Background: an optimization exercise with open tools, aiming at small area. Do not read the settings as production practice. The RTL was checked by simulation tests, not by an equivalence proof against the original design. Power and IR drop assume default switching activity.

==> branch raven: inputs <==
==> flow/design.v <==
module parity_mem #(
   parameter int unsigned DATA_W    = 8,
   parameter int unsigned ADDR_W    = 16,
   parameter int unsigned DEPTH     = 256,
   parameter int unsigned READ_LAT  = 1,
   parameter int unsigned ERR_CNT_W = 8
) (
   input  logic                 clk,
   input  logic                 rst_n,
   input  logic                 write,
   input  logic                 read,
   input  logic                 inject_err,
   input  logic                 err_clr,
   input  logic [DATA_W-1:0]    data_in,
   input  logic [ADDR_W-1:0]    address,
   output logic [DATA_W:0]      data_out,
   output logic                 rd_valid,
   output logic                 par_err,
   output logic                 addr_err,
   output logic [ERR_CNT_W-1:0] err_cnt
);
   localparam int unsigned NROW = 256;
   localparam int unsigned W    = DATA_W + 1;    
   logic               in_range;
   logic [15:0]        hi_rd;      
   logic [15:0]        hi_wr_n;    
   logic [15:0]        lo;         
   logic [15:0]        lo_n;
   logic [NROW-1:0]    we_row;
   logic [NROW-1:0]    rsel;
   logic [NROW-1:0]    written_d;
   logic [NROW-1:0]    written_q;
   logic [W-1:0]       mem [NROW];
   logic [NROW-1:0]    col [W];
   logic [W-1:0]       word;
   logic [DATA_W-1:0]  dout_q;
   logic               err_q;
   logic               rd_valid_q;
   logic               addr_err_q;
   logic [ERR_CNT_W-1:0] err_cnt_q;
   assign in_range = ~|address[ADDR_W-1:8];
   always_comb begin
      for (int i = 0; i < 16; i++) begin
         hi_rd[i]   = in_range & (address[7:4] == 4'(i));
         hi_wr_n[i] = ~(write & in_range & (address[7:4] == 4'(i)));
         lo[i]      = (address[3:0] == 4'(i));
         lo_n[i]    = ~lo[i];
      end
   end
   for (genvar r = 0; r < NROW; r++) begin : g_row
      pm_nor2 u_we   (.a(hi_wr_n[r/16]), .b(lo_n[r%16]), .y(we_row[r]));
      pm_or2  u_wf   (.a(written_q[r]), .b(we_row[r]), .y(written_d[r]));
      pm_and3 u_rsel (.a(hi_rd[r/16]), .b(lo[r%16]), .c(written_q[r]), .y(rsel[r]));
      always_ff @(posedge clk) begin
         if (we_row[r]) mem[r] <= {inject_err, data_in};
      end
      always_ff @(posedge clk or negedge rst_n) begin
         if (!rst_n) written_q[r] <= 1'b0;
         else        written_q[r] <= written_d[r];
      end
      for (genvar b = 0; b < W; b++) begin : g_bit
         assign col[b][r] = mem[r][b];
      end
   end
   for (genvar b = 0; b < W; b++) begin : g_col
      pm_sel256 u_sel (.sel(rsel), .d(col[b]), .y(word[b]));
   end
   always_ff @(posedge clk) begin
      dout_q <= word[DATA_W-1:0];
      err_q  <= word[DATA_W];
   end
   always_ff @(posedge clk or negedge rst_n) begin
      if (!rst_n) begin
         rd_valid_q <= 1'b0;
         addr_err_q <= 1'b0;
      end else begin
         rd_valid_q <= read & ~write;
         addr_err_q <= (read | write) & ~in_range;
      end
   end
   assign par_err = rd_valid_q & err_q;
   always_ff @(posedge clk or negedge rst_n) begin
      if (!rst_n) begin
         err_cnt_q <= '0;
      end else if (err_clr) begin
         err_cnt_q <= ERR_CNT_W'(par_err);
      end else if (par_err && (err_cnt_q != '1)) begin
         err_cnt_q <= err_cnt_q + 1'b1;
      end
   end
   assign data_out = {(^dout_q) ^ err_q, dout_q};
   assign rd_valid = rd_valid_q;
   assign addr_err = addr_err_q;
   assign err_cnt  = err_cnt_q;
endmodule
module pm_sel256 (
   input  logic [255:0] sel,
   input  logic [255:0] d,
   output logic         y
);
   logic [85:0] l1;
   logic [21:0] l2;
   logic [5:0]  l3;
   logic [1:0]  l4;
   for (genvar i = 0; i < 84; i++) begin : g_l1
      pm_aoi222 u (.a1(sel[3*i]),   .a2(d[3*i]),
                   .b1(sel[3*i+1]), .b2(d[3*i+1]),
                   .c1(sel[3*i+2]), .c2(d[3*i+2]), .y(l1[i]));
   end
   pm_aoi22 u_l1a (.a1(sel[252]), .a2(d[252]), .b1(sel[253]), .b2(d[253]), .y(l1[84]));
   pm_aoi22 u_l1b (.a1(sel[254]), .a2(d[254]), .b1(sel[255]), .b2(d[255]), .y(l1[85]));
   for (genvar i = 0; i < 21; i++) begin : g_l2
      pm_nand4 u (.a(l1[4*i]), .b(l1[4*i+1]), .c(l1[4*i+2]), .d(l1[4*i+3]), .y(l2[i]));
   end
   pm_nand2 u_l2 (.a(l1[84]), .b(l1[85]), .y(l2[21]));
   for (genvar i = 0; i < 5; i++) begin : g_l3
      pm_nor4 u (.a(l2[4*i]), .b(l2[4*i+1]), .c(l2[4*i+2]), .d(l2[4*i+3]), .y(l3[i]));
   end
   pm_nor2 u_l3 (.a(l2[20]), .b(l2[21]), .y(l3[5]));
   pm_nand3 u_l4a (.a(l3[0]), .b(l3[1]), .c(l3[2]), .y(l4[0]));
   pm_nand3 u_l4b (.a(l3[3]), .b(l3[4]), .c(l3[5]), .y(l4[1]));
   pm_or2   u_l5  (.a(l4[0]), .b(l4[1]), .y(y));
endmodule
module pm_aoi222 (input logic a1, a2, b1, b2, c1, c2, output logic y);
   assign y = ~((a1 & a2) | (b1 & b2) | (c1 & c2));
endmodule
module pm_aoi22 (input logic a1, a2, b1, b2, output logic y);
   assign y = ~((a1 & a2) | (b1 & b2));
endmodule
module pm_nand4 (input logic a, b, c, d, output logic y);
   assign y = ~(a & b & c & d);
endmodule
module pm_nand3 (input logic a, b, c, output logic y);
   assign y = ~(a & b & c);
endmodule
module pm_nand2 (input logic a, b, output logic y);
   assign y = ~(a & b);
endmodule
module pm_nor4 (input logic a, b, c, d, output logic y);
   assign y = ~(a | b | c | d);
endmodule
module pm_nor2 (input logic a, b, output logic y);
   assign y = ~(a | b);
endmodule
module pm_or2 (input logic a, b, output logic y);
   assign y = a | b;
endmodule
module pm_and3 (input logic a, b, c, output logic y);
   assign y = a & b & c;
endmodule
==> flow/run.sh <==
#!/bin/bash
# synth_recipe.tcl (not shown) runs the flow's synth.tcl, then flattens the netlist and writes it again
# the make line also repeats each setting of config.mk as NAME=value (left out here)
make -C /OpenROAD-flow-scripts/flow DESIGN_CONFIG=/design/flow/config.mk WORK_HOME=/design/flow/orfs CLKGATE_MAP_FILE= SYNTH_SCRIPT=/design/flow/synth_recipe.tcl finish
==> flow/config.mk <==
export PLATFORM = sky130hd
export DESIGN_NAME = parity_mem
export DESIGN_NICKNAME = parity_mem
export VERILOG_FILES = /design/flow/design.v
export SDC_FILE = /design/flow/constraint.sdc
export NUM_CORES = 4
export LEC_CHECK = 0
export CAP_MARGIN = 20
export CORE_MARGIN = 2
export CORE_UTILIZATION = 40
export PLACE_DENSITY = 0.6
export SLEW_MARGIN = 20
export SYNTH_HIERARCHICAL = 1
==> flow/constraint.sdc <==
create_clock -name core_clock -period 8.0 [get_ports {clk}]
set_input_delay 1.6000 -clock core_clock [delete_from_list [all_inputs] [get_ports {clk}]]
set_output_delay 1.6000 -clock core_clock [all_outputs]
set_load 0.01 [all_outputs]
==> branch xenon: changes against branch raven <==
--- a/flow/design.v
+++ b/flow/design.v
@@ -101,42 +101,38 @@
    logic [85:0] l1;
    logic [21:0] l2;
-   logic [5:0]  l3;
-   logic [1:0]  l4;
-   for (genvar i = 0; i < 84; i++) begin : g_l1
+   logic [10:0] l3;
+   logic [2:0]  l4;
+   for (genvar i = 0; i < 85; i++) begin : g_l1
       pm_aoi222 u (.a1(sel[3*i]),   .a2(d[3*i]),
                    .b1(sel[3*i+1]), .b2(d[3*i+1]),
                    .c1(sel[3*i+2]), .c2(d[3*i+2]), .y(l1[i]));
    end
-   pm_aoi22 u_l1a (.a1(sel[252]), .a2(d[252]), .b1(sel[253]), .b2(d[253]), .y(l1[84]));
-   pm_aoi22 u_l1b (.a1(sel[254]), .a2(d[254]), .b1(sel[255]), .b2(d[255]), .y(l1[85]));
+   pm_nand2 u_l1 (.a(sel[255]), .b(d[255]), .y(l1[85]));
    for (genvar i = 0; i < 21; i++) begin : g_l2
       pm_nand4 u (.a(l1[4*i]), .b(l1[4*i+1]), .c(l1[4*i+2]), .d(l1[4*i+3]), .y(l2[i]));
    end
    pm_nand2 u_l2 (.a(l1[84]), .b(l1[85]), .y(l2[21]));
-   for (genvar i = 0; i < 5; i++) begin : g_l3
-      pm_nor4 u (.a(l2[4*i]), .b(l2[4*i+1]), .c(l2[4*i+2]), .d(l2[4*i+3]), .y(l3[i]));
+   for (genvar i = 0; i < 11; i++) begin : g_l3
+      pm_nor2 u (.a(l2[2*i]), .b(l2[2*i+1]), .y(l3[i]));
    end
-   pm_nor2 u_l3 (.a(l2[20]), .b(l2[21]), .y(l3[5]));
-   pm_nand3 u_l4a (.a(l3[0]), .b(l3[1]), .c(l3[2]), .y(l4[0]));
-   pm_nand3 u_l4b (.a(l3[3]), .b(l3[4]), .c(l3[5]), .y(l4[1]));
-   pm_or2   u_l5  (.a(l4[0]), .b(l4[1]), .y(y));
+   pm_nand4 u_l4a (.a(l3[0]), .b(l3[1]), .c(l3[2]),  .d(l3[3]), .y(l4[0]));
+   pm_nand4 u_l4b (.a(l3[4]), .b(l3[5]), .c(l3[6]),  .d(l3[7]), .y(l4[1]));
+   pm_nand3 u_l4c (.a(l3[8]), .b(l3[9]), .c(l3[10]), .y(l4[2]));
+   pm_or3   u_l5  (.a(l4[0]), .b(l4[1]), .c(l4[2]), .y(y));
 endmodule
 module pm_aoi222 (input logic a1, a2, b1, b2, c1, c2, output logic y);
    assign y = ~((a1 & a2) | (b1 & b2) | (c1 & c2));
 endmodule
-module pm_aoi22 (input logic a1, a2, b1, b2, output logic y);
-   assign y = ~((a1 & a2) | (b1 & b2));
-endmodule
 module pm_nand4 (input logic a, b, c, d, output logic y);
    assign y = ~(a & b & c & d);
+endmodule
+module pm_nand2 (input logic a, b, output logic y);
+   assign y = ~(a & b);
 endmodule
 module pm_nand3 (input logic a, b, c, output logic y);
    assign y = ~(a & b & c);
 endmodule
-module pm_nand2 (input logic a, b, output logic y);
-   assign y = ~(a & b);
-endmodule
-module pm_nor4 (input logic a, b, c, d, output logic y);
-   assign y = ~(a | b | c | d);
+module pm_or3 (input logic a, b, c, output logic y);
+   assign y = a | b | c;
 endmodule
 module pm_nor2 (input logic a, b, output logic y);
--- a/flow/config.mk
+++ b/flow/config.mk
@@ -8,5 +8,7 @@
 export CAP_MARGIN = 20
 export CORE_MARGIN = 2
-export CORE_UTILIZATION = 40
+export CORE_UTILIZATION = 45
+export CTS_CLUSTER_DIAMETER = 100
+export CTS_CLUSTER_SIZE = 30
 export PLACE_DENSITY = 0.6
 export SLEW_MARGIN = 20
==> summary.txt <==
| item | branch xenon | branch raven |
|---|---|---|
| Worst hold path startpoint | written_q[48] | written_q[172] |
| Via density | 6.678 | 6.302 |
| Placed instance count | 7360 | 7649 |
| Routability Congestion | 0.8946 | 0.8722 |
| Layout non-clock buf frac | 1.112% | 1.068% |
| Reg-to-reg critical path endpoint | dout_q[1] | dout_q[6] |
| Fraction of final layout cells with drive strength greater than 1 | 4.604% | 10.90% |
| Part of the power in the clock network | 29.5% | 45.3% |
| Share of synthesized cell area in and, or, nand and nor gates | 7.217% | 7.333% |
| Number of diodes | 41 | 29 |
| Clock insertion delay at the later pin of the skew report | 0.78 ns | 0.94 ns |
| Layout clock buffers | 171 | 380 |
| Result of the run | complete, no violations | complete, no violations |

-- port drivers added, routing unchanged --
In the flow no input, the clock included, has a driving cell. The finished layouts below were timed again as built, in two steps. Step 1: set_driving_cell puts a clkbuf_16 on clk and a buf_2 on each other input, an assumption about the parent block. Step 2 adds t to the input delays and takes it off the output delays; t is the mean of the earliest and latest rising clock arrival at the registers after step 1. Input paths then give back, and output paths get back, about the clock's delay inside the block. a / b / c = no drivers / after step 1 / after step 2; a / b = the first two.
| run | t, ns | setup WS [ns] | pins driven straight from the clock port |
|---|---|---|---|
| branch raven | 1.002 | 2.589 / 2.666 / 1.664 | 1 |
| branch xenon | 0.857 | 2.069 / 2.141 / 1.284 | 1 |
After both steps setup and hold are still met in every run listed. For branch raven, which loses most, drivers alone change the setup slack by +0.077 ns; drivers and shift together by -0.925 ns.
